This design comes from an exercise in tuning for a short achievable clock period and few clock cycles on the open sky130 flow, not from production work.
At most, simulation tests tie the RTL to the original design; equivalence was not proved.
Function not checked in run 3: the RTL went through the layout flow alone.
Power figures rest on the tool's default switching activity, not on a simulated workload.

==> design/flow/design.v <==
package mips_isa_pkg;
	localparam int data_w     = 32;
	localparam int reg_addr_w = 5;
	localparam int imm_w      = 16;
	localparam int jidx_w     = 26;   
	localparam logic [data_w-1:0] pc_step  = 32'd4;
	localparam logic [data_w-1:0] reset_pc = 32'h0000_0000;
	typedef enum logic [5:0] {
		RTYPE = 6'b000000,
		J     = 6'b000010,
		BEQ   = 6'b000100,
		BNE   = 6'b000101,
		ADDI  = 6'b001000,
		ADDIU = 6'b001001,
		LW    = 6'b100011,
		SW    = 6'b101011
	} opcode_t;
	typedef enum logic [5:0] {
		ADD  = 6'b100000,
		ADDU = 6'b100001,
		SUB  = 6'b100010,
		SUBU = 6'b100011,
		AND  = 6'b100100,
		OR   = 6'b100101,
		SLT  = 6'b101010
	} funct_t;   
endpackage
package mips_pipe_pkg;
	typedef enum logic [2:0] {
		ALU_ADD,
		ALU_SUB,
		ALU_AND,
		ALU_OR,
		ALU_SLT
	} alu_op_t;
	typedef enum logic [1:0] {
		FWD_NONE,
		FWD_WB,
		FWD_MEM
	} fwd_sel_t;
	typedef struct packed {
		logic    regwrite;
		logic    memtoreg;
		logic    memwrite;
		logic    memread;     
		logic    branch;
		logic    branch_ne;   
		logic    jump;
		logic    alusrc;      
		logic    regdst;      
		alu_op_t alu_op;
	} ctrl_t;
	localparam ctrl_t ctrl_bubble = 12'd0;
endpackage
`timescale 1ns/10ps
module register_file (
	input  logic        clk,
	input  logic [4:0]  rd_addr_a,
	input  logic [4:0]  rd_addr_b,
	output logic [31:0] rd_data_a,
	output logic [31:0] rd_data_b,
	input  logic [4:0]  wr_addr,    
	input  logic [31:0] wr_data
);
	logic [31:0] regs [32];
	always_ff @(posedge clk) begin
		if (wr_addr != 5'd0)
			regs[wr_addr] <= wr_data;
	end
	always_comb begin
		if (rd_addr_a == 5'd0)
			rd_data_a = 32'd0;
		else if (wr_addr == rd_addr_a)
			rd_data_a = wr_data;
		else
			rd_data_a = regs[rd_addr_a];
	end
	always_comb begin
		if (rd_addr_b == 5'd0)
			rd_data_b = 32'd0;
		else if (wr_addr == rd_addr_b)
			rd_data_b = wr_data;
		else
			rd_data_b = regs[rd_addr_b];
	end
endmodule
`timescale 1ns/10ps
module ks_add #(
	parameter int W = 32
) (
	input  logic [W-1:0] a,
	input  logic [W-1:0] b,
	input  logic         cin,
	output logic [W-1:0] s,
	output logic         cout
);
	localparam int L = (W > 16) ? 5 : (W > 8) ? 4 : (W > 4) ? 3 : (W > 2) ? 2 : 1;   
	logic [W-1:0] p;
	logic [W-1:0] g [L+1];
	logic [W-1:0] q [L+1];   
	assign p    = a ^ b;
	assign g[0] = (a & b) | {{(W-1){1'b0}}, p[0] & cin};
	assign q[0] = {p[W-1:1], 1'b0};   
	for (genvar l = 0; l < L; l++) begin : g_lvl
		for (genvar i = 0; i < W; i++) begin : g_bit
			if (i >= (1 << l)) begin : g_op
				assign g[l+1][i] = g[l][i] | (q[l][i] & g[l][i-(1<<l)]);
				assign q[l+1][i] = q[l][i] & q[l][i-(1<<l)];
			end else begin : g_pass
				assign g[l+1][i] = g[l][i];
				assign q[l+1][i] = q[l][i];
			end
		end
	end
	assign s    = p ^ {g[L][W-2:0], cin};
	assign cout = g[L][W-1];
endmodule
`timescale 1ns/10ps
module mips_core (
	input  logic        clk,
	input  logic        rst,
	output logic [31:0] pc,
	input  logic [31:0] instr,
	output logic        memwrite,
	output logic [31:0] memaddr,
	output logic [31:0] memwritedata,
	input  logic [31:0] memreaddata
);
	logic        ex_br;         
	logic        ex_bne;
	logic        ex_pred;
	logic [31:0] ex_alt;
	logic        ex_load;
	logic        ex_store;
	logic [4:0]  ex_dst;
	logic        ex_sub;        
	logic        ex_op_and;
	logic        ex_op_or;
	logic        ex_op_slt;
	logic        ex_op_add;     
	logic [31:0] ex_a;          
	logic [31:0] ex_b;          
	logic [31:0] ex_sd;         
	logic        ex_sa_rf, ex_sa_mem, ex_sa_wb;
	logic        ex_sb_rf, ex_sb_mem, ex_sb_memn, ex_sb_wb, ex_sb_wbn;
	logic        ex_ss_rf, ex_ss_mem, ex_ss_wb;
	logic [31:0] mem_res;
	logic [31:0] mem_res_n;     
	logic [31:0] mem_sd;
	logic        mem_store;
	logic        mem_load;
	logic [4:0]  mem_dst;
	logic [31:0] wb_val;
	logic [31:0] wb_val_n;
	logic [4:0]  wb_dst;
	logic        stall;
	logic        mispredict;
	logic [31:0] pc4;
	logic [5:0]  f_op;
	logic        f_j;
	logic        f_br;
	logic        f_bpred;
	logic [15:0] f_lo;
	logic        f_c;
	logic [13:0] f_hi;
	logic [31:0] f_btarget;
	logic [31:0] f_jtarget;
	logic [13:0] pc_hi_inc;
	logic [13:0] pc_hi_dec;
	logic        f_use_bt;
	logic [31:0] f_other;
	assign f_op = instr[31:26];
	assign f_j  = f_op == 6'b000010;
	assign f_br = f_op[5:1] == 5'b00010;
	assign f_bpred = (instr[25:21] == instr[20:16]) ? !f_op[0] : (instr[15] || f_op[0]);
	ks_add #(.W(30)) f_inc (
		.a    (pc[31:2]),
		.b    (30'd0),
		.cin  (1'b1),
		.s    (pc4[31:2]),
		.cout ()
	);
	assign pc4[1:0] = pc[1:0];
	ks_add #(.W(16)) f_add (
		.a    (pc[17:2]),
		.b    (instr[15:0]),
		.cin  (1'b1),
		.s    (f_lo),
		.cout (f_c)
	);
	ks_add #(.W(14)) f_hinc (
		.a    (pc[31:18]),
		.b    (14'd0),
		.cin  (1'b1),
		.s    (pc_hi_inc),
		.cout ()
	);
	ks_add #(.W(14)) f_dec (
		.a    (pc[31:18]),
		.b    (14'h3fff),
		.cin  (1'b0),
		.s    (pc_hi_dec),
		.cout ()
	);
	assign f_hi      = f_c ? (instr[15] ? pc[31:18] : pc_hi_inc) : (instr[15] ? pc_hi_dec : pc[31:18]);
	assign f_btarget = {f_hi, f_lo, pc[1:0]};
	assign f_jtarget = {pc4[31:28], instr[25:0], 2'b00};
	assign f_use_bt = !mispredict && !stall && !f_j && f_br && f_bpred;
	always_comb begin
		if (mispredict)
			f_other = ex_alt;
		else if (stall)
			f_other = pc;
		else if (f_j)
			f_other = f_jtarget;
		else
			f_other = pc4;
	end
	always_ff @(posedge clk) begin
		if (rst)
			pc <= 32'd0;
		else
			pc <= f_use_bt ? f_btarget : f_other;
	end
	logic [5:0]  d_op;
	logic [5:0]  d_fn;
	logic [4:0]  d_rs, d_rt, d_rd;
	logic        d_rtype, d_addi, d_load, d_store, d_br;
	logic        d_fadd, d_fsub, d_fand, d_for, d_fslt;
	logic [4:0]  d_dst;
	logic        d_use_rs, d_use_rt;
	logic [31:0] d_ra, d_rb;
	assign d_op = instr[31:26];
	assign d_fn = instr[5:0];
	assign d_rs = instr[25:21];
	assign d_rt = instr[20:16];
	assign d_rd = instr[15:11];
	assign d_rtype = d_op == 6'b000000;
	assign d_addi  = d_op[5:1] == 5'b00100;
	assign d_load  = d_op == 6'b100011;
	assign d_store = d_op == 6'b101011;
	assign d_br    = d_op[5:1] == 5'b00010;
	assign d_fadd  = d_rtype && d_fn[5:1] == 5'b10000;
	assign d_fsub  = d_rtype && d_fn[5:1] == 5'b10001;
	assign d_fand  = d_rtype && d_fn == 6'b100100;
	assign d_for   = d_rtype && d_fn == 6'b100101;
	assign d_fslt  = d_rtype && d_fn == 6'b101010;
	always_comb begin
		if (d_fadd || d_fsub || d_fand || d_for || d_fslt)
			d_dst = d_rd;
		else if (d_addi || d_load)
			d_dst = d_rt;
		else
			d_dst = 5'd0;
	end
	assign d_use_rs = d_rtype || d_addi || d_load || d_store || d_br;
	assign d_use_rt = d_rtype || d_store || d_br;
	assign stall = ex_load && ex_dst != 5'd0 &&
		((d_use_rs && ex_dst == d_rs) || (d_use_rt && ex_dst == d_rt));
	register_file rf0 (
		.clk       (clk),
		.rd_addr_a (d_rs),
		.rd_addr_b (d_rt),
		.rd_data_a (d_ra),
		.rd_data_b (d_rb),
		.wr_addr   (wb_dst),
		.wr_data   (wb_val)
	);
	always_ff @(posedge clk) begin
		if (rst || stall || mispredict) begin
			ex_br    <= 1'b0;
			ex_load  <= 1'b0;
			ex_store <= 1'b0;
			ex_dst   <= 5'd0;
		end else begin
			ex_br    <= d_br;
			ex_load  <= d_load;
			ex_store <= d_store;
			ex_dst   <= d_dst;
		end
	end
	logic        d_sub, d_alusrc;
	logic        d_fa_mem, d_fa_wb, d_fb_mem, d_fb_wb;
	assign d_sub    = d_fsub || d_fslt;
	assign d_alusrc = !d_rtype && !d_br;
	assign d_fa_mem = d_rs != 5'd0 && ex_dst == d_rs;
	assign d_fa_wb  = d_rs != 5'd0 && mem_dst == d_rs && !d_fa_mem;
	assign d_fb_mem = d_rt != 5'd0 && ex_dst == d_rt;
	assign d_fb_wb  = d_rt != 5'd0 && mem_dst == d_rt && !d_fb_mem;
	always_ff @(posedge clk) begin
		ex_bne     <= d_op[0];
		ex_pred    <= f_bpred;
		ex_alt     <= f_bpred ? pc4 : f_btarget;
		ex_sub     <= d_sub;
		ex_op_and  <= d_fand;
		ex_op_or   <= d_for;
		ex_op_slt  <= d_fslt;
		ex_op_add  <= !(d_fand || d_for || d_fslt);
		ex_a       <= d_ra;
		ex_b       <= d_alusrc ? {{16{instr[15]}}, instr[15:0]} : d_sub ? ~d_rb : d_rb;
		ex_sd      <= d_rb;
		ex_sa_mem  <= d_fa_mem;
		ex_sa_wb   <= d_fa_wb;
		ex_sa_rf   <= !d_fa_mem && !d_fa_wb;
		ex_sb_mem  <= !d_alusrc && !d_sub && d_fb_mem;
		ex_sb_memn <= !d_alusrc && d_sub && d_fb_mem;
		ex_sb_wb   <= !d_alusrc && !d_sub && d_fb_wb;
		ex_sb_wbn  <= !d_alusrc && d_sub && d_fb_wb;
		ex_sb_rf   <= d_alusrc || (!d_fb_mem && !d_fb_wb);
		ex_ss_mem  <= d_fb_mem;
		ex_ss_wb   <= d_fb_wb;
		ex_ss_rf   <= !d_fb_mem && !d_fb_wb;
	end
	logic [31:0] x_a, x_b, x_sd, x_sum, x_res;
	logic        x_cout, x_slt, x_taken;
	assign x_a = ({32{ex_sa_rf}} & ex_a) | ({32{ex_sa_mem}} & mem_res) | ({32{ex_sa_wb}} & wb_val);
	assign x_b = ({32{ex_sb_rf}} & ex_b) | ({32{ex_sb_mem}} & mem_res) | ({32{ex_sb_memn}} & mem_res_n) |
	             ({32{ex_sb_wb}} & wb_val) | ({32{ex_sb_wbn}} & wb_val_n);
	assign x_sd = ({32{ex_ss_rf}} & ex_sd) | ({32{ex_ss_mem}} & mem_res) | ({32{ex_ss_wb}} & wb_val);
	ks_add #(.W(32)) x_add (
		.a    (x_a),
		.b    (x_b),
		.cin  (ex_sub),
		.s    (x_sum),
		.cout (x_cout)
	);
	assign x_slt = x_a[31] ^ x_b[31] ^ x_cout;
	assign x_res = ({32{ex_op_add}} & x_sum) | ({32{ex_op_and}} & (x_a & x_b)) |
	               ({32{ex_op_or}} & (x_a | x_b)) | {31'd0, ex_op_slt & x_slt};
	assign x_taken    = (x_a == x_b) ^ ex_bne;
	assign mispredict = ex_br && (x_taken != ex_pred);
	always_ff @(posedge clk) begin
		if (rst) begin
			mem_store <= 1'b0;
			mem_load  <= 1'b0;
			mem_dst   <= 5'd0;
		end else begin
			mem_store <= ex_store;
			mem_load  <= ex_load;
			mem_dst   <= ex_dst;
		end
	end
	always_ff @(posedge clk) begin
		mem_res   <= x_res;
		mem_res_n <= ~x_res;
		mem_sd    <= x_sd;
	end
	assign memwrite     = mem_store;
	assign memaddr      = mem_res;
	assign memwritedata = mem_sd;
	always_ff @(posedge clk) begin
		if (rst)
			wb_dst <= 5'd0;
		else
			wb_dst <= mem_dst;
	end
	always_ff @(posedge clk) begin
		wb_val   <= mem_load ? memreaddata : mem_res;
		wb_val_n <= mem_load ? ~memreaddata : mem_res_n;
	end
endmodule
==> design/flow/run.sh <==
#!/bin/bash
# synth_recipe.tcl (not shown) runs the flow's synth.tcl, then flattens the netlist and writes it again
# the make line also repeats each setting of config.mk as NAME=value (left out here)
make -C /OpenROAD-flow-scripts/flow DESIGN_CONFIG=/design/flow/config.mk WORK_HOME=/design/flow/orfs CLKGATE_MAP_FILE= SYNTH_SCRIPT=/design/flow/synth_recipe.tcl finish
==> design/flow/config.mk <==
export PLATFORM = sky130hd
export DESIGN_NAME = mips_core
export DESIGN_NICKNAME = mips_core
export VERILOG_FILES = /design/flow/design.v
export SDC_FILE = /design/flow/constraint.sdc
export NUM_CORES = 4
export LEC_CHECK = 0
export CAP_MARGIN = 20
export CORE_MARGIN = 2
export CORE_UTILIZATION = 60
export SETUP_SLACK_MARGIN = 5
export SLEW_MARGIN = 20
export TNS_END_PERCENT = 100
==> design/flow/constraint.sdc <==
create_clock -name core_clock -period 9.0 [get_ports {clk}]
set_input_delay 1.8000 -clock core_clock [delete_from_list [all_inputs] [get_ports {clk}]]
set_output_delay 1.8000 -clock core_clock [all_outputs]
set_load 0.01 [all_outputs]
==> results.txt, run 1 <==
status=complete, no violations; WP depth=14; RR Endpoint=pc[22]$_SDFFE_PP0P_; Final Max Tran Viols=0; hpwl dp=117,000 µm; Final Hold Fails=0; Total Neg Setup Slack=0 ns; CP bufs+invs=4; Worst R2R Path Depth=14; Crit. Startpoint=ex_sa_rf$_DFF_P_; Post-synth EDFFs=1,024; FMAX=0.246 GHz; CP max stage cell=a222oi_1; initial antenna violation count=10; final instance area=74,900 µm²; Worst Path Class, Setup=reg -> reg; DRT antenna net count=0; Num CTS Buffers=146; vias=42,900; sequential area share after synthesis=58.1%; Routed WL=202,000 µm; skew final=0.0268 ns; hold buffer count at CTS=0; First DRT Iteration DRCs=6,162; hold wc startpoint=pc[1]$_SDFFE_PP0P_; gr usage total=35.9%; Yosys cell types=89; H-tree depth=4; critical path capture point type=flop; Mapped Area=65,300 µm²; R2R Path Start=ex_sa_rf$_DFF_P_; Root Buffer=clkbuf_16; Core Area=108,000 µm²; actual slew at the worst max-slew pin=1.12 ns; Max Cap Violations=0; WL per Instance=33.6 µm; clock sinks=1,382; post-place setup slack=3.40 ns; number of buffers inserted by port buffering=162; leakage=25.9 nW; top_reg_cell synth=edfxtp_1; CP endpoint=pc[22]$_SDFFE_PP0P_; Crit path max-delay family=simple AND/OR/NAND/NOR gates; clock buffer depth=3; Startpoint Class=flop; worst vdd ir=0.206 mV; Pwr Density=228 nW/µm²; RSZ-0062 raised after global routing=yes; crit-path cells=bufbuf_16 -> a222oi_1 -> inv_1 -> ha_1 -> nor4_2 -> nand4_1 -> nor2_4 -> xnor2_2 -> and2_4 -> buf_6 -> nor3_4 -> buf_6 -> a21boi_0 -> a2111oi_0; worst hold path type=reg -> reg; vias in the first global route=40,500; Final Core Density=69.7%; area of the die=111,000 µm²; Yosys warning count=14; first-pass GRT wire length=286,000 µm; R2R setup slack=4.94 ns; Final Cycle Share=45.2%; max_slew headroom=25.2%; DRC=0; Critical Path AT=4.70 ns; final worst setup slack=4.94 ns; Synth Instances=4,278; Area growth syn-to-layout=14.8%; worst-skew pair later-pin latency=0.77 ns; Period minus WS final=4.06 ns; most common cell after layout, fill and taps aside=edfxtp_1; aggregate global routing overflow=0; detailed-router iteration count before antenna repair=7; Crit Path Max Fanout=7; Final Wtd Congestion=0.907; Post-Place Cells=5,680; fin cells=6,018; height of the die=334 µm; most used cell, CP=buf_6; Setup-failing EPs final=0; Net count, final=4,648; die width=334 µm; #FFs+latches synth=1,382; Synth Area per Inst=15.3 µm²; max incr delay on CP=0.42 ns; Placed Instance Area=68,800 µm²; CP Data Required Time=9.64 ns; share of cells above drive strength 1=25.6%; Post-synth ARST share=0%; site row count=120; CTS tree=yes; clk slew on worst S/H paths=0.06 ns; drt via density=7.12; starting density of the core=60.7%; most frequent cells in the layout=edfxtp_1, mux4_2, dfxtp_1; # IOs=163; largest net degree at the start of global routing=89
-- per-layer routing --
metal / GRT usage [%] / vias up / share of wire [%] / routed length (µm)
li1: - / 17600 / - / -
met4: 11.9 / 6 / 3.4 / 6900
met2: 55.0 / 2803 / 46 / 93500
met3: 7.89 / 421 / 12 / 23900
met1: 51.8 / 22100 / 39 / 78200
met5: 0 / - / 0.014 / 29
-- report_power, final --
part | total, mW | leakage [nW] | internal, mW | switching (mW)
clock | 5.80 | 2.22 | 3.29 | 2.51
sequential | 8.28 | 12.2 | 7.93 | 0.356
combinational | 2.96 | 11.4 | 1.13 | 1.84
-- how the worst min path moves through the flow --
stage | end | slack [ns] | cells past startpoint
2_1_floorplan | ex_alt[0]$_DFF_P_ | 0.39 | 0
3_3_place_gp | ex_alt[0]$_DFF_P_ | 0.36 | 0
3_5_place_dp | ex_alt[0]$_DFF_P_ | 0.37 | 0
4_1_cts | ex_alt[1]$_DFF_P_ | 0.37 | 0
5_1_grt | ex_alt[1]$_DFF_P_ | 0.38 | 0
6_report | ex_alt[1]$_DFF_P_ | 0.37 | 0
-- cell families after synthesis --
| logic type | share of synthesized area [%] |
|---|---|
| buf+inv | 3.08 |
| compound gates | 7.17 |
| other cells | 0.00575 |
| flops | 58.1 |
| fa+ha+maj | 1.68 |
| simple gates | 5.85 |
| xor+xnor | 1.53 |
| mux | 22.6 |
-- layout make-up --
cell class              count  area (µm²)
diodes                      2        5.00
clock buffers             201        4000
clock inverters            64         539
fillers                  7213       32600
inverters                 151         574
multi-input cells        2452       26300
flip-flops and latches   1382       37900
well taps                1403        1760
repair buffers            363        3820
-- worst reg2reg max path, delay by kind of cell, from the launching register on --
kind	cells	cell delay, ns
DFF	1	0.38
and+or+nand+nor	5	1.49
adders and majority gates	1	0.41
xor gates and xnor gates	1	0.10
buffers and inverters	4	0.70
AOI/OAI and AO/OA	3	0.85
-- through the flow --
| step | hold WS (ns) | total power [mW] |
|---|---|---|
| finish | 0.370 | 17.0 |
| global route | 0.380 | 17.6 |
| CTS | 0.373 | 16.9 |
| global placement | 0.357 | 11.1 |
| detailed placement | 0.366 | 11.1 |
| floorplan | 0.393 | 9.91 |
-- flip-flops by register name, summed over array words and instances, names as in the netlist, 5 cells and up --
register,flops
ex_a,32
ex_alt,32
ex_b,32
ex_dst,5
ex_sd,32
mem_dst,5
mem_res,32
mem_res_n,32
mem_sd,32
pc,32
rf0.regs,1024
wb_dst,5
wb_val,32
wb_val_n,32
-- timing repair --
action,in CTS,in global routing
gates resized for setup,100,91
setup buffers,25,29
cloned,7,10
endpoints found under the setup margin,181,105
pin swaps,23,40
-- cell usage after synthesis, types with 68 or more instances --
master	number	area share (%)
a211oi_1	69	0.79
mux2i_1	166	2.5
clkbuf_1	197	1.1
dfxtp_1	358	11
inv_1	151	0.87
buf_2	77	0.59
ha_1	83	1.6
nor2_1	201	1.2
o21ai_0	68	0.52
edfxtp_1	1024	47
nand2_1	249	1.4
mux4_2	548	19
xnor2_1	69	0.93
a21oi_1	154	1.2
Testbench counts, summed over its fixed seeds: cycles 26,129.
==> inputs of run 2 (changes only) <==
==> design/flow/flow/run.sh (new file) <==
#!/bin/bash
set -euo pipefail
bash standard.sh SETUP_SLACK_MARGIN=6 TNS_END_PERCENT=100 finish > standard.log 2>&1
==> design/flow/standard.sh (new file) <==
#!/bin/bash
# synth_recipe.tcl (not shown) runs the flow's synth.tcl, then flattens the netlist and writes it again
# the make line also repeats each setting of config.mk as NAME=value (left out here)
make -C /OpenROAD-flow-scripts/flow DESIGN_CONFIG=/design/flow/config.mk WORK_HOME=/design/flow/orfs CLKGATE_MAP_FILE= SYNTH_SCRIPT=/design/flow/synth_recipe.tcl "${@:-finish}"
--- a/design/flow/config.mk
+++ b/design/flow/config.mk
@@ -9,5 +9,3 @@
 export CORE_MARGIN = 2
 export CORE_UTILIZATION = 60
-export SETUP_SLACK_MARGIN = 5
 export SLEW_MARGIN = 20
-export TNS_END_PERCENT = 100
removed: design/flow/run.sh
==> run 2 against run 1 <==
  * Worst setup slack better by 0.027 ns
  * Non-clock buffer count is 500 higher
  * Die area did not move
  * Count of clock-buffer cells in the layout decreased by 5
  * Total power up 6.8%
  * First-iteration DRC count is 29% higher
  * Fmax up 0.68%
  * Global-route usage increased by 6.8 points
  * Flip-flop and latch count stayed put
  * Utilization is 9.7 points higher
  * Largest cell class unchanged
  * Largest power group unchanged
  * Highest routed layer unchanged
==> results.txt, run 2 <==
status=complete, no violations; site row count=120 (unchanged); Final Core Density=79.3% (+9.7 points); RSZ-0062 raised after global routing=yes; Worst Path Class, Setup=reg -> reg; actual slew at the worst max-slew pin=1.24 ns (+0.119 ns); clk slew on worst S/H paths=0.06 ns (about the same); first-pass GRT wire length=336,000 µm (+17%); most frequent cell after synthesis=edfxtp_1; largest area contributor in the netlist=edfxtp_1; Total Neg Setup Slack=0 ns (unchanged); Post-synth top cells=edfxtp_1, mux4_2, dfxtp_1; clock sinks=1,382 (unchanged); Synth top area share=47.1% (unchanged); aggregate global routing overflow=0 (unchanged); fin cells=6,527 (+8.5%); max_slew headroom=17.5% (-7.7 points); Post-Place Cells=5,654 (-0.46%); FMAX=0.248 GHz (+0.68%); Post-synth EDFFs=1,024 (unchanged); detailed-router iteration count before antenna repair=10 (+3); critical path capture point type=flop; Final Max Tran Viols=0 (unchanged); drt via density=7.41 (+3.9%); worst-skew pair later-pin latency=0.78 ns (about the same); worst hold path type=reg -> reg; Post-synth ARST share=0% (unchanged); initial antenna violation count=10 (unchanged); Pwr Density=214 nW/µm² (-6.2%); H-tree depth=4 (unchanged); area of the die=111,000 µm² (unchanged); First DRT Iteration DRCs=7,977 (+29%); CP bufs+invs=5 (+1); Synth Area per Inst=15.3 µm² (unchanged); crit-path cells=buf_4 -> bufbuf_16 -> a222oi_1 -> inv_1 -> ha_4 -> nor4_4 -> nand4_1 -> nor2_4 -> xnor2_4 -> buf_6 -> nand2_8 -> nand2_4 -> buf_4 -> o22ai_1 -> a21boi_0 -> a2111oi_1; Num CTS Buffers=144 (-1.4%); Yosys cell types=89 (unchanged); top post-synthesis cells by area=edfxtp_1, mux4_2, dfxtp_1; Placed Instance Area=69,100 µm² (+0.41%); CP max stage cell=a222oi_1; share of cells above drive strength 1=44.6% (+19 points); Net count, final=5,155 (+11%); Synth Instances=4,278 (unchanged); Setup-failing EPs final=0 (unchanged); most used cell, CP=buf_4; # IOs=163 (unchanged); starting density of the core=60.7% (unchanged); most frequent cells in the layout=edfxtp_1, mux4_2, buf_4; DRT antenna net count=0 (unchanged); Routed WL=243,000 µm (+20%); Tot Pwr=18.2 mW (+6.8%); post-place setup slack=3.27 ns (-0.136 ns); #FFs+latches synth=1,382 (unchanged); vias=48,300 (+13%); Crit Path Max Fanout=8 (+1); worst vdd ir=0.196 mV (-4.7%); Core Area=108,000 µm² (unchanged); Startpoint Class=flop; vias in the first global route=45,700 (+13%); final worst setup slack=4.96 ns (+0.0275 ns); Crit path max-delay family=simple AND/OR/NAND/NOR gates; hold buffer count at CTS=0 (unchanged); Final Hold Fails=0 (unchanged); largest net degree at the start of global routing=56 (-37%); largest register by flop count=rf0.regs; Final Wtd Congestion=0.898 (-1.1%); die width=334 µm (unchanged); Max Cap Violations=0 (unchanged); Area growth syn-to-layout=30.7%; max reg flops=1,024 (unchanged); DRC=0 (unchanged); gr usage total=42.7% (+6.8 points); skew final=0.0229 ns (-0.00383 ns); Worst Hold Slack=0.439 ns (+0.0699 ns); number of buffers inserted by port buffering=162 (unchanged); WL per Instance=37.2 µm (+11%); Period minus WS final=4.04 ns (-0.0275 ns); CTS tree=yes; max incr delay on CP=0.49 ns (+0.07 ns); final instance area=85,300 µm² (+14%); clock buffer depth=3 (unchanged); Yosys warning count=14 (unchanged); Final Cycle Share=44.9% (-0.31 points); hpwl dp=119,000 µm (+1.4%); height of the die=334 µm (unchanged); Critical Path AT=4.68 ns (-0.02 ns); Mapped Area=65,300 µm² (unchanged); most common cell after layout, fill and taps aside=edfxtp_1; top_reg_cell synth=edfxtp_1; CP Data Required Time=9.64 ns (about the same); leakage=30.5 nW (+18%); Root Buffer=clkbuf_16; sequential area share after synthesis=58.1% (unchanged)
-- run 2: cell counts after synthesis --
No cell type changed its count.
-- run 2: layout make-up --
type | count | area, µm²
Clock inverter | 67 | 623
Fill cell | 5745 | 22200
Clock buffer | 196 | 3950
Tap cell | 1403 | 1760
Multi-Input combinational cell | 2461 | 29400
Timing Repair Buffer | 863 | 10700
Antenna cell | 4 | 10.0
Inverter | 151 | 588
Sequential cell | 1382 | 38200
-- run 2: worst register-to-register path: stages (launching register included) --
cell and delay (ns):
dfxtp_4 0.37, buf_4 0.15, bufbuf_16 0.27, a222oi_1 0.49, inv_1 0.19, ha_4 0.31, nor4_4 0.23, nand4_1 0.36
nor2_4 0.37, xnor2_4 0.16, buf_6 0.14, nand2_8 0.09, nand2_4 0.13, buf_4 0.11, o22ai_1 0.09, a21boi_0 0.14
a2111oi_1 0.32
-- run 2: timing repair --
item                                    in CTS  in global routing
pin swaps                                  145                176
cloned                                      88                 18
resized for setup                         1274                344
endpoints found under the setup margin     647                369
buffers inserted                           389                111
-- run 2: cells by family (layout without fill, tap and decap cells) --
kind of cell | count (synthesis) | in the layout | synth area share (%)
xor gates and xnor gates | 114 | 114 | 1.53
DFF | 1382 | 1382 | 58.1
muxes | 779 | 779 | 22.6
other | 1 | 36 | 0.00575
adders and majority gates | 86 | 86 | 1.68
AOI/OAI and AO/OA | 652 | 652 | 7.17
buffers and inverters | 477 | 1277 | 3.08
and+or+nand+nor | 787 | 798 | 5.85
-- run 2: final timing paths --
check                                        from             endpoint  slack (ns)  depth (start not counted)
worst min register to register  ex_alt[0]$_DFF_P_   pc[0]$_SDFFE_PP0P_        0.44                          2
worst max-delay path             ex_sa_rf$_DFF_P_  pc[22]$_SDFFE_PP0P_        4.96                         16
worst max register to register   ex_sa_rf$_DFF_P_  pc[22]$_SDFFE_PP0P_        4.96                         16
worst min-delay path            ex_alt[0]$_DFF_P_   pc[0]$_SDFFE_PP0P_        0.44                          2
-- run 2: power breakdown --
group | total, mW | switching (mW) | internal, mW
clock network | 5.91 | 2.56 | 3.35
logic | 3.56 | 1.90 | 1.66
registers | 8.74 | 0.756 | 7.99
-- run 2: per-layer routing --
metal,GRT usage [%],vias to the layer above,part of all wire (%)
met3,11.8,919,15
met2,64.3,4283,45
met4,21.2,14,6.4
met5,0,-,0.037
li1,-,18700,-
met1,57.9,24400,34
==> inputs of run 3 (changes only) <==
--- a/design/flow/design.v
+++ b/design/flow/design.v
@@ -128,7 +128,8 @@
 );
 	logic        ex_br;         
-	logic        ex_bne;
+	logic        ex_nk;         
 	logic        ex_pred;
-	logic [31:0] ex_alt;
+	logic [31:0] ex_pc4;        
+	logic [15:0] ex_off;        
 	logic        ex_load;
 	logic        ex_store;
@@ -170,4 +171,5 @@
 	logic        f_use_bt;
 	logic [31:0] f_other;
+	logic [31:0] f_next;
 	assign f_op = instr[31:26];
 	assign f_j  = f_op == 6'b000010;
@@ -206,9 +208,6 @@
 	assign f_btarget = {f_hi, f_lo, pc[1:0]};
 	assign f_jtarget = {pc4[31:28], instr[25:0], 2'b00};
-	assign f_use_bt = !mispredict && !stall && !f_j && f_br && f_bpred;
 	always_comb begin
-		if (mispredict)
-			f_other = ex_alt;
-		else if (stall)
+		if (stall)
 			f_other = pc;
 		else if (f_j)
@@ -217,9 +216,11 @@
 			f_other = pc4;
 	end
+	assign f_use_bt = !stall && !f_j && f_br && f_bpred;
+	assign f_next   = f_use_bt ? f_btarget : f_other;
 	always_ff @(posedge clk) begin
 		if (rst)
 			pc <= 32'd0;
 		else
-			pc <= f_use_bt ? f_btarget : f_other;
+			pc <= mispredict ? x_alt : f_next;
 	end
 	logic [5:0]  d_op;
@@ -289,7 +290,8 @@
 	assign d_fb_wb  = d_rt != 5'd0 && mem_dst == d_rt && !d_fb_mem;
 	always_ff @(posedge clk) begin
-		ex_bne     <= d_op[0];
+		ex_nk      <= d_op[0] ^ f_bpred;
 		ex_pred    <= f_bpred;
-		ex_alt     <= f_bpred ? pc4 : f_btarget;
+		ex_pc4     <= pc4;
+		ex_off     <= instr[15:0];
 		ex_sub     <= d_sub;
 		ex_op_and  <= d_fand;
@@ -313,5 +315,5 @@
 	end
 	logic [31:0] x_a, x_b, x_sd, x_sum, x_res;
-	logic        x_cout, x_slt, x_taken;
+	logic        x_cout, x_slt;
 	assign x_a = ({32{ex_sa_rf}} & ex_a) | ({32{ex_sa_mem}} & mem_res) | ({32{ex_sa_wb}} & wb_val);
 	assign x_b = ({32{ex_sb_rf}} & ex_b) | ({32{ex_sb_mem}} & mem_res) | ({32{ex_sb_memn}} & mem_res_n) |
@@ -328,6 +330,15 @@
 	assign x_res = ({32{ex_op_add}} & x_sum) | ({32{ex_op_and}} & (x_a & x_b)) |
 	               ({32{ex_op_or}} & (x_a | x_b)) | {31'd0, ex_op_slt & x_slt};
-	assign x_taken    = (x_a == x_b) ^ ex_bne;
-	assign mispredict = ex_br && (x_taken != ex_pred);
+	logic [31:0] x_btarget, x_alt;
+	ks_add #(.W(30)) x_badd (
+		.a    (ex_pc4[31:2]),
+		.b    ({{14{ex_off[15]}}, ex_off}),
+		.cin  (1'b0),
+		.s    (x_btarget[31:2]),
+		.cout ()
+	);
+	assign x_btarget[1:0] = ex_pc4[1:0];
+	assign x_alt          = ex_pred ? ex_pc4 : x_btarget;
+	assign mispredict = ex_br && ((x_a == x_b) != ex_nk);
 	always_ff @(posedge clk) begin
 		if (rst) begin
==> design/flow/run.sh (new file) <==
#!/bin/bash
# synth_recipe.tcl (not shown) runs the flow's synth.tcl, then flattens the netlist and writes it again
# the make line also repeats each setting of config.mk as NAME=value (left out here)
make -C /OpenROAD-flow-scripts/flow DESIGN_CONFIG=/design/flow/config.mk WORK_HOME=/design/flow/orfs CLKGATE_MAP_FILE= SYNTH_SCRIPT=/design/flow/synth_recipe.tcl finish
--- a/design/flow/config.mk
+++ b/design/flow/config.mk
@@ -9,3 +9,5 @@
 export CORE_MARGIN = 2
 export CORE_UTILIZATION = 60
+export SETUP_SLACK_MARGIN = 5
 export SLEW_MARGIN = 20
+export TNS_END_PERCENT = 100
removed: design/flow/flow/run.sh
removed: design/flow/standard.sh
==> run 3 against run 2 <==
  * Critical endpoint is now ex_b[7]$_DFF_P_
  * Critical path type is now in -> reg
  * Still clean on timing, DRC and antenna
  * Fmax grew 1.6%
  * Critical path depth shrank 6
  * Sequential power shrank 4.2%
==> results.txt, run 3 <==
worst vdd ir=0.190 mV (-3.3%); Yosys cell types=84 (-5.6%); Post-synth ARST share=0% (unchanged); critical path capture point type=flop; gr usage total=36.1% (-6.6 points); largest net degree at the start of global routing=112 (+100%); Pwr Density=230 nW/µm² (+7.8%); CTS tree=yes; clock sinks=1,398 (+1.2%); post-place setup slack=3.45 ns (+0.186 ns); skew final=0.0271 ns (+0.00413 ns); RSZ-0062 raised after global routing=yes; detailed-router iteration count before antenna repair=10 (unchanged); hpwl dp=122,000 µm (+2.8%); Placed Instance Area=70,200 µm² (+1.7%); First DRT Iteration DRCs=6,479 (-19%); Setup-failing EPs final=0 (unchanged); drt via density=7.07 (-4.6%); Post-synth EDFFs=1,024 (unchanged); sequential area share after synthesis=57.4% (-0.71 points); Critical Path AT=4.62 ns (-0.06 ns); top_reg_cell synth=edfxtp_1; height of the die=337 µm (+1.0%); aggregate global routing overflow=0 (unchanged); Clk pwr share=36.1% (+3.7 points); most common cell after layout, fill and taps aside=edfxtp_1; largest register by flop count=rf0.regs; final worst setup slack=5.03 ns (+0.0635 ns); Total Neg Setup Slack=0 ns (unchanged); crit-path cells=buf_12 -> buf_6 -> nor2b_4 -> buf_6 -> a221oi_1 -> o21ai_1 -> nand2b_1 -> a21oi_1 -> nor2_1 -> a221o_1; die width=337 µm (+1.0%); # IOs=163 (unchanged); hold buffer count at CTS=0 (unchanged); Final Wtd Congestion=0.885 (-1.4%); Final Cycle Share=44.1% (-0.71 points); FMAX=0.252 GHz (+1.6%); Synth Area per Inst=15.2 µm² (-0.12%); most used cell, CP=buf_6; final instance area=76,400 µm² (-10%); Net count, final=4,754 (-7.8%); Routed WL=207,000 µm (-15%); Synth Instances=4,373 (+2.2%); Num CTS Buffers=147 (+2.1%); clk slew on worst S/H paths=0.06 ns (about the same); Final Max Tran Viols=0 (unchanged); DRT antenna net count=0 (unchanged); H-tree depth=4 (unchanged); CP Data Required Time=9.64 ns (about the same); Area growth syn-to-layout=14.7%; clock buffer depth=3 (unchanged); status=complete, no violations; actual slew at the worst max-slew pin=1.09 ns (-0.143 ns); first-pass GRT wire length=292,000 µm (-13%); Sw Ratio=26.8% (-1.8 points); max reg flops=1,024 (unchanged); diode count=0 (-4); Worst Path Class, Setup=in -> reg; WL per Instance=33.4 µm (-10%); DRC=0 (unchanged); Startpoint Class=input port; sequential group share of total power=47.6% (-0.4 points); Mapped Area=66,600 µm² (+2.1%); fill count=7,511 (+31%); net load switching power=4.72 mW (-9.4%); area of the die=114,000 µm² (+2.1%); #FFs+latches synth=1,398 (+1.2%); busiest grt layer=met2; Register Area=38,300 µm² (about the same); site row count=122 (+1.7%); Post-synth top cells=edfxtp_1, mux4_2, dfxtp_1; number of buffers inserted by port buffering=162 (unchanged); internal power=12.9 mW (-0.90%); max_slew headroom=27.0% (+9.5 points); initial antenna violation count=6 (-4); worst-skew pair later-pin latency=0.77 ns (about the same); worst hold path type=reg -> reg; vias=43,700 (-9.6%); area of the multi-input gates=27,200 µm² (-7.4%); leakage=26.6 nW (-13%); most frequent cells in the layout=edfxtp_1, mux4_2, dfxtp_1; Final Hold Fails=0 (unchanged); met3 GRT Util=8.19% (-3.6 points); share of cells above drive strength 1=24.8% (-20 points); Worst Hold Slack=0.373 ns (-0.0663 ns); vias in the first global route=41,900 (-8.5%); largest area contributor in the netlist=edfxtp_1; top post-synthesis cells by area=edfxtp_1, mux4_2, dfxtp_1; Root Buffer=clkbuf_16; Period minus WS final=3.97 ns (-0.0635 ns); starting density of the core=60.4% (-0.33 points); Crit Path Max Fanout=31 (+23); Yosys warning count=14 (unchanged); Core Area=110,000 µm² (+2.7%); Max Cap Violations=0 (unchanged); met2 usage=55.2% (-9.1 points); GR Util met1=51.9% (-6.0 points); Logic pwr share=16.3% (-3.2 points); most frequent cell after synthesis=edfxtp_1; max incr delay on CP=0.48 ns (about the same); Synth top area share=46.2% (-0.97 points); CP max stage cell=o21ai_1
==> run 3: changes by cell type after synthesis, sizes merged, moves of 14 or more <==
cell    change
a21oi      -29
nor2b      -36
mux2i      +22
mux4       +14
o211ai     +25
inv        +19
ha         +29
dfxtp      +16
a21o       +21
==> run 3: worst max-delay path, delay by kind of cell <==
| kind | cells | cell delay (ns) |
|---|---|---|
| buffers and inverters | 3 | 0.88 |
| AND/OR/NAND/NOR | 3 | 0.63 |
| AO/OA/AOI/OAI | 4 | 1.22 |
==> run 3: power groups by stage <==
stage / clock (mW) / combinational (mW) / sequential, mW
floorplan: 0 / 1.25 / 8.73
global placement: 0 / 2.69 / 8.48
detailed placement: 0 / 2.73 / 8.48
CTS: 6.42 / 2.77 / 8.35
global route: 6.68 / 3.06 / 8.41
finish: 6.36 / 2.87 / 8.37
==> run 3: kinds of logic after synthesis <==
| logic type | count (synthesis) | synth area share (%) |
|---|---|---|
| AND/OR/NAND/NOR | 738 | 5.19 |
| other | 1 | 0.00563 |
| multiplexers | 814 | 22.9 |
| adder cells (fa/ha/maj) | 116 | 2.22 |
| buffers and inverters | 482 | 2.99 |
| AO/OA/AOI/OAI | 699 | 7.65 |
| flip-flops | 1398 | 57.4 |
| XOR/XNOR | 125 | 1.64 |
==> run 3: final timing paths <==
check,from,endpoint,slack [ns],cells after the start
worst max-delay path,instr[18],ex_b[7]$_DFF_P_,5.03,10
worst min-delay path,pc[0]$_SDFFE_PP0P_,ex_pc4[0]$_DFF_P_,0.37,0
worst max register to register,ex_sa_rf$_DFF_P_,mem_res_n[26]$_DFF_P_,5.04,15
worst min register to register,pc[0]$_SDFFE_PP0P_,ex_pc4[0]$_DFF_P_,0.37,0
==> run 3: final cells by class <==
type | instances | area share [%]
clock inverters | 61 | 1.01
well taps | 1488 | 2.44
inverters | 171 | 0.856
flip-flops and latches | 1398 | 50.0
clock buffers | 211 | 5.66
repair buffers | 326 | 4.38
multi-input cells | 2528 | 35.6
==> run 3: metal layers <==
layer	vias to the layer above	share of wire (%)
met4	0	3.8
met5	-	0
met2	2821	46
met3	436	12
met1	22400	38
li1	18000	-
==> run 3: repair_timing <==
action,in CTS,in global routing
gates cloned,4,9
hold endpoints to repair,0,0
endpoints found under the setup margin,147,88
pin swaps,12,31
buffers inserted,7,28
gates resized for setup,88,74
==> run 3: per-stage QoR <==
| step | total power [mW] | instances | util (%) |
|---|---|---|---|
| after floorplan | 9.98 | 4404 | - |
| after CTS | 17.5 | 6146 | 68.7 |
| after detailed placement | 11.2 | 5863 | 63.6 |
| after global routing | 18.1 | 6183 | 69.3 |
| after global placement | 11.2 | 5863 | 63.6 |
| final | 17.6 | 6183 | 69.3 |
==> inputs of run 4 (changes only) <==
--- a/design/flow/design.v
+++ b/design/flow/design.v
@@ -143,7 +143,6 @@
 	logic [31:0] ex_b;          
 	logic [31:0] ex_sd;         
-	logic        ex_sa_rf, ex_sa_mem, ex_sa_wb;
-	logic        ex_sb_rf, ex_sb_mem, ex_sb_memn, ex_sb_wb, ex_sb_wbn;
-	logic        ex_ss_rf, ex_ss_mem, ex_ss_wb;
+	logic        ex_sa_mem, ex_sb_mem, ex_ss_mem;   
+	logic        ex_kill;       
 	logic [31:0] mem_res;
 	logic [31:0] mem_res_n;     
@@ -153,5 +152,4 @@
 	logic [4:0]  mem_dst;
 	logic [31:0] wb_val;
-	logic [31:0] wb_val_n;
 	logic [4:0]  wb_dst;
 	logic        stall;
@@ -257,5 +255,5 @@
 	assign d_use_rs = d_rtype || d_addi || d_load || d_store || d_br;
 	assign d_use_rt = d_rtype || d_store || d_br;
-	assign stall = ex_load && ex_dst != 5'd0 &&
+	assign stall = ex_load && !ex_kill && ex_dst != 5'd0 &&
 		((d_use_rs && ex_dst == d_rs) || (d_use_rt && ex_dst == d_rt));
 	register_file rf0 (
@@ -269,5 +267,5 @@
 	);
 	always_ff @(posedge clk) begin
-		if (rst || stall || mispredict) begin
+		if (rst || stall) begin
 			ex_br    <= 1'b0;
 			ex_load  <= 1'b0;
@@ -281,43 +279,45 @@
 		end
 	end
+	always_ff @(posedge clk) begin
+		if (rst)
+			ex_kill <= 1'b0;
+		else
+			ex_kill <= mispredict;
+	end
 	logic        d_sub, d_alusrc;
 	logic        d_fa_mem, d_fa_wb, d_fb_mem, d_fb_wb;
-	assign d_sub    = d_fsub || d_fslt;
-	assign d_alusrc = !d_rtype && !d_br;
-	assign d_fa_mem = d_rs != 5'd0 && ex_dst == d_rs;
-	assign d_fa_wb  = d_rs != 5'd0 && mem_dst == d_rs && !d_fa_mem;
-	assign d_fb_mem = d_rt != 5'd0 && ex_dst == d_rt;
-	assign d_fb_wb  = d_rt != 5'd0 && mem_dst == d_rt && !d_fb_mem;
-	always_ff @(posedge clk) begin
-		ex_nk      <= d_op[0] ^ f_bpred;
-		ex_pred    <= f_bpred;
-		ex_pc4     <= pc4;
-		ex_off     <= instr[15:0];
-		ex_sub     <= d_sub;
-		ex_op_and  <= d_fand;
-		ex_op_or   <= d_for;
-		ex_op_slt  <= d_fslt;
-		ex_op_add  <= !(d_fand || d_for || d_fslt);
-		ex_a       <= d_ra;
-		ex_b       <= d_alusrc ? {{16{instr[15]}}, instr[15:0]} : d_sub ? ~d_rb : d_rb;
-		ex_sd      <= d_rb;
-		ex_sa_mem  <= d_fa_mem;
-		ex_sa_wb   <= d_fa_wb;
-		ex_sa_rf   <= !d_fa_mem && !d_fa_wb;
-		ex_sb_mem  <= !d_alusrc && !d_sub && d_fb_mem;
-		ex_sb_memn <= !d_alusrc && d_sub && d_fb_mem;
-		ex_sb_wb   <= !d_alusrc && !d_sub && d_fb_wb;
-		ex_sb_wbn  <= !d_alusrc && d_sub && d_fb_wb;
-		ex_sb_rf   <= d_alusrc || (!d_fb_mem && !d_fb_wb);
-		ex_ss_mem  <= d_fb_mem;
-		ex_ss_wb   <= d_fb_wb;
-		ex_ss_rf   <= !d_fb_mem && !d_fb_wb;
+	logic [31:0] d_wb_next, d_a, d_b;
+	assign d_sub     = d_fsub || d_fslt;
+	assign d_alusrc  = !d_rtype && !d_br;
+	assign d_fa_mem  = d_rs != 5'd0 && !ex_kill && ex_dst == d_rs;
+	assign d_fa_wb   = d_rs != 5'd0 && mem_dst == d_rs;
+	assign d_fb_mem  = d_rt != 5'd0 && !ex_kill && ex_dst == d_rt;
+	assign d_fb_wb   = d_rt != 5'd0 && mem_dst == d_rt;
+	assign d_wb_next = mem_load ? memreaddata : mem_res;
+	assign d_a       = d_fa_wb ? d_wb_next : d_ra;
+	assign d_b       = d_fb_wb ? d_wb_next : d_rb;
+	always_ff @(posedge clk) begin
+		ex_nk     <= d_op[0] ^ f_bpred;
+		ex_pred   <= f_bpred;
+		ex_pc4    <= pc4;
+		ex_off    <= instr[15:0];
+		ex_sub    <= d_sub;
+		ex_op_and <= d_fand;
+		ex_op_or  <= d_for;
+		ex_op_slt <= d_fslt;
+		ex_op_add <= !(d_fand || d_for || d_fslt);
+		ex_a      <= d_a;
+		ex_b      <= d_alusrc ? {{16{instr[15]}}, instr[15:0]} : d_sub ? ~d_b : d_b;
+		ex_sd     <= d_b;
+		ex_sa_mem <= d_fa_mem;
+		ex_sb_mem <= !d_alusrc && d_fb_mem;
+		ex_ss_mem <= d_fb_mem;
 	end
-	logic [31:0] x_a, x_b, x_sd, x_sum, x_res;
+	logic [31:0] x_a, x_b, x_sd, x_sum, x_other, x_res, x_mem_b;
 	logic        x_cout, x_slt;
-	assign x_a = ({32{ex_sa_rf}} & ex_a) | ({32{ex_sa_mem}} & mem_res) | ({32{ex_sa_wb}} & wb_val);
-	assign x_b = ({32{ex_sb_rf}} & ex_b) | ({32{ex_sb_mem}} & mem_res) | ({32{ex_sb_memn}} & mem_res_n) |
-	             ({32{ex_sb_wb}} & wb_val) | ({32{ex_sb_wbn}} & wb_val_n);
-	assign x_sd = ({32{ex_ss_rf}} & ex_sd) | ({32{ex_ss_mem}} & mem_res) | ({32{ex_ss_wb}} & wb_val);
+	assign x_mem_b = ex_sub ? mem_res_n : mem_res;
+	assign x_a     = ex_sa_mem ? mem_res : ex_a;
+	assign x_b     = ex_sb_mem ? x_mem_b : ex_b;
+	assign x_sd    = ex_ss_mem ? mem_res : ex_sd;
 	ks_add #(.W(32)) x_add (
 		.a    (x_a),
@@ -328,6 +328,7 @@
 	);
 	assign x_slt = x_a[31] ^ x_b[31] ^ x_cout;
-	assign x_res = ({32{ex_op_add}} & x_sum) | ({32{ex_op_and}} & (x_a & x_b)) |
-	               ({32{ex_op_or}} & (x_a | x_b)) | {31'd0, ex_op_slt & x_slt};
+	assign x_other = ({32{ex_op_and}} & (x_a & x_b)) | ({32{ex_op_or}} & (x_a | x_b)) |
+	                 {31'd0, ex_op_slt & x_slt};
+	assign x_res   = ex_op_add ? x_sum : x_other;
 	logic [31:0] x_btarget, x_alt;
 	ks_add #(.W(30)) x_badd (
@@ -340,5 +341,5 @@
 	assign x_btarget[1:0] = ex_pc4[1:0];
 	assign x_alt          = ex_pred ? ex_pc4 : x_btarget;
-	assign mispredict = ex_br && ((x_a == x_b) != ex_nk);
+	assign mispredict = ex_br && !ex_kill && ((x_a == x_b) != ex_nk);
 	always_ff @(posedge clk) begin
 		if (rst) begin
@@ -347,7 +348,7 @@
 			mem_dst   <= 5'd0;
 		end else begin
-			mem_store <= ex_store;
-			mem_load  <= ex_load;
-			mem_dst   <= ex_dst;
+			mem_store <= ex_store && !ex_kill;
+			mem_load  <= ex_load && !ex_kill;
+			mem_dst   <= ex_kill ? 5'd0 : ex_dst;
 		end
 	end
@@ -367,6 +368,5 @@
 	end
 	always_ff @(posedge clk) begin
-		wb_val   <= mem_load ? memreaddata : mem_res;
-		wb_val_n <= mem_load ? ~memreaddata : mem_res_n;
+		wb_val <= mem_load ? memreaddata : mem_res;
 	end
 endmodule
==> run 4 against run 3 <==
  * Via count is 4.2% lower
  * Synthesized area about the same
  * Cell area fell by 0.34%
  * Combinational power decreased by 12%
  * Still clean
  * Largest power group unchanged
  * Routed wire length is 4.0% lower
==> results.txt, run 4 <==
share of cells above drive strength 1=26.6% (+1.8 points); Post-synth ARST share=0% (unchanged); diode count=0 (unchanged); clk slew on worst S/H paths=0.06 ns (about the same); Num CTS Buffers=144 (-2.0%); largest net degree at the start of global routing=84 (-25%); CTS tree=yes; #FFs+latches synth=1,359 (-2.8%); area of the multi-input gates=28,200 µm² (+3.5%); Max Cap Violations=0 (unchanged); Tot Pwr=16.9 mW (-3.9%); critical path capture point type=flop; busiest grt layer=met2; actual slew at the worst max-slew pin=1.20 ns (+0.104 ns); Worst R2R Path Depth=15 (unchanged); met3 GRT Util=6.53% (-1.7 points); number of buffers inserted by port buffering=162 (unchanged); Mapped Area=66,700 µm² (about the same); Register Area=37,500 µm² (-2.0%); Synth Area per Inst=15.4 µm² (+0.98%); Yosys cell types=97 (+15%); max_slew headroom=19.9% (-7.1 points); die width=337 µm (about the same); most frequent cell after synthesis=edfxtp_1; Startpoint Class=input port; Final Max Tran Viols=0 (unchanged); First DRT Iteration DRCs=4,892 (-24%); hpwl dp=121,000 µm (-1.0%); sequential area share after synthesis=56.2% (-1.2 points); largest area contributor in the netlist=edfxtp_1; initial antenna violation count=6 (unchanged); most common cell after layout, fill and taps aside=edfxtp_1; Net count, final=4,694 (-1.3%); hold wc startpoint=pc[1]$_SDFFE_PP0P_; Final Hold Fails=0 (unchanged); gr usage total=35.1% (-1.1 points); Area growth syn-to-layout=14.2%; clock buffer depth=3 (unchanged); H-tree depth=4 (unchanged); met2 usage=55.0% (-0.14 points); Synth top area share=46.1% (about the same); status=complete, no violations; aggregate global routing overflow=0 (unchanged); internal power=12.3 mW (-4.5%); crit-path cells=buf_4 -> inv_16 -> ha_4 -> inv_2 -> fa_2 -> a211o_1 -> o211ai_4 -> a2111oi_4 -> o31ai_4 -> mux2i_2 -> o31ai_4 -> buf_12 -> buf_4 -> a311oi_2 -> o22ai_1 -> a221oi_2; area of the die=114,000 µm² (about the same); Final Core Density=68.9% (-0.33 points); Post-Place Cells=5,811 (-0.89%); starting density of the core=60.3% (about the same); Period minus WS final=3.99 ns (+0.0198 ns); Setup-failing EPs final=0 (unchanged); hold path cells=0 (unchanged); leakage=26.5 nW (-0.45%); worst vdd ir=0.231 mV (+22%); Logic pwr share=14.9% (-1.4 points); DRC=0 (unchanged); DRT antenna net count=0 (unchanged); largest register by flop count=rf0.regs; Total Neg Setup Slack=0 ns (unchanged); RSZ-0062 raised after global routing=yes; Critical Path AT=4.66 ns (+0.04 ns); vias in the first global route=40,800 (-2.6%); max incr delay on CP=0.35 ns (-0.13 ns); R2R Path Start=ex_sub$_DFF_P_; site row count=122 (unchanged); R2R setup slack=5.25 ns (+0.21 ns); sequential group share of total power=50.0% (+2.4 points); # IOs=163 (unchanged); max reg flops=1,024 (unchanged); top post-synthesis cells by area=edfxtp_1, mux4_2, dfxtp_1; net load switching power=4.63 mW (-2.0%); Post-synth top cells=edfxtp_1, mux4_2, dfxtp_1; Synth Instances=4,335 (-0.87%); Worst Path Class, Setup=in -> reg; Final Cycle Share=44.4% (+0.22 points); Crit. Startpoint=instr[0]; WL per Instance=32.5 µm (-2.9%); worst-skew pair later-pin latency=0.76 ns (about the same); Crit Path Max Fanout=9 (-71%); hold buffer count at CTS=0 (unchanged); Final Wtd Congestion=0.889 (+0.43%); Post-synth EDFFs=1,024 (unchanged); GR Util met1=49.4% (-2.4 points); Core Area=111,000 µm² (+0.14%); clock sinks=1,359 (-2.8%); vias=41,900 (-4.2%); Pwr Density=222 nW/µm² (-3.5%); fin cells=6,115 (-1.1%); detailed-router iteration count before antenna repair=6 (-4); height of the die=337 µm (about the same); top_reg_cell synth=edfxtp_1; first-pass GRT wire length=284,000 µm (-2.8%); drt via density=6.85 (-3.1%); FMAX=0.250 GHz (-0.50%); Root Buffer=clkbuf_16; Sw Ratio=27.4% (+0.52 points); CP max stage cell=fa_2; Clk pwr share=35.1% (-1.0 points); most frequent cells in the layout=edfxtp_1, mux4_2, dfxtp_1; Yosys warning count=14 (unchanged); CP Data Required Time=9.67 ns (+0.03 ns); worst hold path type=reg -> reg; skew final=0.0302 ns (+0.00317 ns); fill count=7,639 (+1.7%); Routed WL=199,000 µm (-4.0%)
run 4: path summary, 6_finish.rpt:
check / endpoint
min: ex_pc4[1]$_DFF_P_
max reg2reg: mem_res[30]$_DFF_P_
min reg2reg: ex_pc4[1]$_DFF_P_
max: pc[18]$_SDFFE_PP0P_
run 4: critical path: cells and delay by family:
| family | cells | cell delay, ns |
|---|---|---|
| compound gates | 8 | 1.51 |
| buf+inv | 5 | 0.59 |
| fa+ha+maj | 2 | 0.48 |
| mux | 1 | 0.31 |
run 4: final cells by class:
type / count / area share, %
Multi-Input combinational cell: 2555 / 37.0
Inverter: 151 / 0.769
Clock inverter: 80 / 1.03
Tap cell: 1488 / 2.44
Timing Repair Buffer: 301 / 4.46
Sequential cell: 1359 / 49.2
Clock buffer: 181 / 5.11
run 4: cell families after synthesis:
| kind of cell | Yosys count | synth area share (%) |
|---|---|---|
| flops | 1359 | 56.2 |
| mux | 845 | 23.6 |
| compound gates | 712 | 7.90 |
| simple gates | 691 | 5.07 |
| buf+inv | 452 | 2.97 |
| xor+xnor | 159 | 2.10 |
| fa+ha+maj | 116 | 2.22 |
| other cells | 1 | 0.00562 |
run 4: timing repair:
action                     4_1_cts  5_1_grt
resized for setup              127       47
pin swaps                       16        7
buffers inserted                24        4
gates cloned                    10        4
setup endpoints to repair      153       80
run 4: layer usage:
metal	up-vias	wire (µm)
li1	17700	-
met1	21600	77500
met2	2151	93500
met3	411	19700
met4	8	7820
met5	-	51
run 4: power groups by stage:
| stage | Clock (mW) | Combinational [mW] | Sequential [mW] |
|---|---|---|---|
| after floorplan | 0 | 1.35 | 8.40 |
| after global placement | 0 | 2.38 | 8.57 |
| after detailed placement | 0 | 2.40 | 8.58 |
| after CTS | 5.98 | 2.46 | 8.45 |
| after global routing | 6.23 | 2.69 | 8.52 |
| final | 5.93 | 2.52 | 8.46 |
run 4: stage by stage:
stage          hold slack, ns  area (µm²)  setup WS, ns
2_1_floorplan           0.393       66900          4.76
3_3_place_gp            0.371       70100          2.93
3_5_place_dp            0.372       70100          2.83
4_1_cts                 0.381       75800          4.97
5_1_grt                 0.395       76200          4.90
6_report                0.382       76200          5.01
Testbench counts of run 4, summed over its fixed seeds: cycles 26,129.
==> inputs of run 5 (changes only) <==
==> design/flow/flow/run.sh (new file) <==
#!/bin/bash
set -euo pipefail
bash standard.sh SETUP_SLACK_MARGIN=7 TNS_END_PERCENT=100 finish > standard.log 2>&1
==> design/flow/standard.sh (new file) <==
#!/bin/bash
# synth_recipe.tcl (not shown) runs the flow's synth.tcl, then flattens the netlist and writes it again
# the make line also repeats each setting of config.mk as NAME=value (left out here)
make -C /OpenROAD-flow-scripts/flow DESIGN_CONFIG=/design/flow/config.mk WORK_HOME=/design/flow/orfs CLKGATE_MAP_FILE= SYNTH_SCRIPT=/design/flow/synth_recipe.tcl "${@:-finish}"
--- a/design/flow/config.mk
+++ b/design/flow/config.mk
@@ -9,5 +9,3 @@
 export CORE_MARGIN = 2
 export CORE_UTILIZATION = 60
-export SETUP_SLACK_MARGIN = 5
 export SLEW_MARGIN = 20
-export TNS_END_PERCENT = 100
removed: design/flow/run.sh
==> run 5 against run 4 <==
  * Die area did not move
  * Routed wire length rose by 21%
  * Combinational power rose by 46%
  * Register-to-register slack improved by 0.10 ns
  * Count of clock-buffer cells in the layout rose by 13
  * Largest power group unchanged
  * Non-clock buffer count rose by 461
  * Total power rose by 6.5%
  * Final cell count rose by 7.7%
  * Still clean on timing, DRC and antenna
  * Highest routed layer unchanged
  * Synthesized cell count did not move
  * Clock skew fell by 0.0046 ns
  * Hold slack improved by 0.072 ns
==> results.txt, run 5 <==
mux cell area share after synthesis=23.6% (unchanged); max incr delay on CP=0.39 ns (+0.04 ns); crit-path cells=clkdlybuf4s18_2 -> ha_4 -> a21o_1 -> a31oi_4 -> nand2_2 -> o31ai_4 -> mux2i_2 -> o31ai_4 -> buf_12 -> o31a_1 -> o221ai_2 -> o41ai_2; Period minus WS final=3.83 ns (-0.164 ns); gr usage total=42.1% (+7.0 points); top_reg_cell synth=edfxtp_1; CP Data Required Time=9.63 ns (-0.04 ns); aggregate global routing overflow=0 (unchanged); Final Max Tran Viols=0 (unchanged); Max Cap Violations=0 (unchanged); Core Area=111,000 µm² (unchanged); RSZ-0062 raised after global routing=yes; sequential area share after synthesis=56.2% (unchanged); CTS tree=yes; number of buffers inserted by port buffering=162 (unchanged); Post-synth EDFFs=1,024 (unchanged); initial antenna violation count=6 (unchanged); Net count, final=5,162 (+10%); die width=337 µm (unchanged); site row count=122 (unchanged); Post-Synth Adder-Cell Area=2.22% (unchanged); clk slew on worst S/H paths=0.06 ns (about the same); Worst Hold Slack=0.454 ns (+0.0722 ns); Mapped Area=66,700 µm² (unchanged); most used cell, CP=o31ai_4; clock sinks=1,359 (unchanged); Post-synth top cells=edfxtp_1, mux4_2, dfxtp_1; critical path capture point type=flop; # IOs=163 (unchanged); largest net degree at the start of global routing=74 (-12%); Area growth syn-to-layout=31.0%; H-tree depth=4 (unchanged); Setup-failing EPs final=0 (unchanged); Startpoint Class=input port; Yosys warning count=14 (unchanged); Root Buffer=clkbuf_16; fill count=5,988 (-22%); Post-Synth XOR/XNOR Area=2.10% (unchanged); height of the die=337 µm (unchanged); Final Wtd Congestion=0.884 (-0.50%); vias in the first global route=46,200 (+13%); main combinational cell family by area after synthesis=multiplexers; actual slew at the worst max-slew pin=1.06 ns (-0.140 ns); #FFs+latches synth=1,359 (unchanged); status=complete, no violations; drt via density=7.20 (+5.2%); Total Neg Setup Slack=0 ns (unchanged); Synth Area in Compound Gates=7.90% (unchanged); final worst setup slack=5.17 ns (+0.164 ns); Final Cycle Share=42.5% (-1.8 points); Post-synth ARST share=0% (unchanged); skew final=0.0256 ns (-0.00461 ns); WL per Instance=36.6 µm (+13%); Yosys cell types=97 (unchanged); area of the die=114,000 µm² (unchanged); Worst Path Class, Setup=in -> reg; CP bufs+invs=2 (-3); first-pass GRT wire length=335,000 µm (+18%); Num CTS Buffers=146 (+1.4%); post-place setup slack=2.86 ns (+0.0248 ns); most frequent cells in the layout=edfxtp_1, mux4_2, buf_4; diode count=0 (unchanged); FMAX=0.261 GHz (+4.3%); CP max stage cell=clkdlybuf4s18_2; max reg flops=1,024 (unchanged); worst-skew pair later-pin latency=0.78 ns (+0.02 ns); max_slew headroom=28.7% (+8.8 points); Critical Path AT=4.46 ns (-0.20 ns); detailed-router iteration count before antenna repair=6 (unchanged); vias=47,400 (+13%); hold buffer count at CTS=0 (unchanged); Synth Area per Inst=15.4 µm² (unchanged); starting density of the core=60.3% (unchanged); Synth top area share=46.1% (unchanged); Synth Instances=4,335 (unchanged); worst vdd ir=0.210 mV (-9.1%); Crit Path Max Fanout=13 (+4); First DRT Iteration DRCs=6,785 (+39%); most frequent cell after synthesis=edfxtp_1; Final Hold Fails=0 (unchanged); clock buffer depth=3 (unchanged); Pwr Density=206 nW/µm² (-7.2%); largest area contributor in the netlist=edfxtp_1; Routed WL=241,000 µm (+21%); share of cells above drive strength 1=45.6% (+19 points); worst hold path type=reg -> reg; Crit path max-delay family=compound AO/OA/AOI/OAI gates; most common cell after layout, fill and taps aside=edfxtp_1; simple logic cell fraction of the synthesized area=5.07% (unchanged); DRT antenna net count=0 (unchanged); DRC=0 (unchanged); largest register by flop count=rf0.regs; Tot Pwr=18.0 mW (+6.5%); hpwl dp=122,000 µm (+1.4%); leakage=31.3 nW (+18%); top post-synthesis cells by area=edfxtp_1, mux4_2, dfxtp_1
==> run 5: through the flow <==
stage	instances	utilization, %	cell area [µm²]
after floorplan	4366	-	69500
after global placement	5811	64.5	71300
after detailed placement	5811	64.5	71300
after CTS	6489	77.1	85200
after global routing	6583	79.1	87400
final	6583	79.1	87400
==> run 5: final timing paths <==
path	start	end	slack (ns)	cells after the start
min reg2reg	ex_pc4[1]$_DFF_P_	pc[1]$_SDFFE_PP0P_	0.45	2
max reg2reg	ex_sub$_DFF_P_	mem_res[20]$_DFF_P_	5.35	17
min	ex_pc4[1]$_DFF_P_	pc[1]$_SDFFE_PP0P_	0.45	2
max	instr[15]	pc[27]$_SDFFE_PP0P_	5.17	12
==> run 5: worst register-to-register path: stages (launching register included) <==
cell and delay [ns]:
dfxtp_4 0.44, buf_12 0.16, buf_12 0.10, mux2i_1 0.16, a21o_1 0.18, fa_2 0.24
inv_2 0.05, fa_2 0.38, a21o_1 0.18, a21oi_2 0.19, o21a_1 0.21, o211a_4 0.22
nor4b_4 0.05, buf_4 0.18, o31a_1 0.27, nor2_1 0.16, xor2_1 0.21, a21oi_1 0.09
==> run 5: repair_timing <==
action	in CTS	in global routing
cloned	109	4
setup buffers	306	90
gates resized for setup	1333	252
endpoints found under the setup margin	1223	914
pin swaps	222	159
==> run 5: cell families after synthesis <==
logic type / Yosys count
compound gates: 712
xor+xnor: 159
fa+ha+maj: 116
buf+inv: 452
flops: 1359
mux: 845
other cells: 1
simple gates: 691
==> run 5: routing by layer <==
metal  GRT usage (%)  up-vias  share of wire (%)  wire length [µm]
met4            24.1       10                6.7             16100
met1            54.5    24200                 35             84000
met3            11.9      854                 12             30000
met2            64.5     3670                 46            111000
li1                -    18700                  -                 -
met5               0        -              0.031                74
==> run 5: layout make-up <==
class | count | area [µm²] | share of cell area (%)
repair inverters | 1 | 8.76 | 0.0100
inverters | 151 | 619 | 0.709
clock buffers | 194 | 4080 | 4.66
well taps | 1488 | 1860 | 2.13
flip-flops and latches | 1359 | 37800 | 43.2
repair buffers | 762 | 10800 | 12.3
multi-input cells | 2559 | 31800 | 36.4
clock inverters | 69 | 480 | 0.550
==> run 5: where the power goes <==
group          switching, mW  leakage (nW)  internal, mW
clock network           2.55          2.24          3.28
logic                   1.97          17.0          1.71
registers              0.703          12.1          7.81

[afterwards: timing with drivers on the ports]
How much do the figures lean on ideal ports? The routed layouts below were timed once more, with nothing changed but the port constraints. Step 1 assumes that a clkbuf_16 drives the clock port and a buf_2 every other input. Step 2 moves the port delays by t, midway between the first and last clock arrival at a register: inputs arrive t later, outputs are due t later. That takes back most of the time a late clock gives input paths. Three values: ideal, step 1, step 2; two values: the first two.
run	t, ns	slack for setup (ns)	hold WS [ns]	worst setup path at the end
run 1	0.840	4.936 / 4.929 / 4.089	0.370 / 0.370 / 0.370	input to register
run 2	0.851	4.963 / 4.963 / 4.282	0.439 / 0.439 / 0.439	input to register
run 3	0.836	5.027 / 4.883 / 4.047	0.373 / 0.373 / 0.373	input to register
run 4	0.814	5.007 / 4.854 / 4.040	0.382 / 0.382 / 0.382	input to register
run 5	0.848	5.171 / 4.732 / 3.884	0.454 / 0.454 / 0.454	input to register
After both steps every run listed still meets setup and hold. For run 5, which loses most, drivers alone change the setup slack by -0.439 ns; drivers and shift together by -1.287 ns.
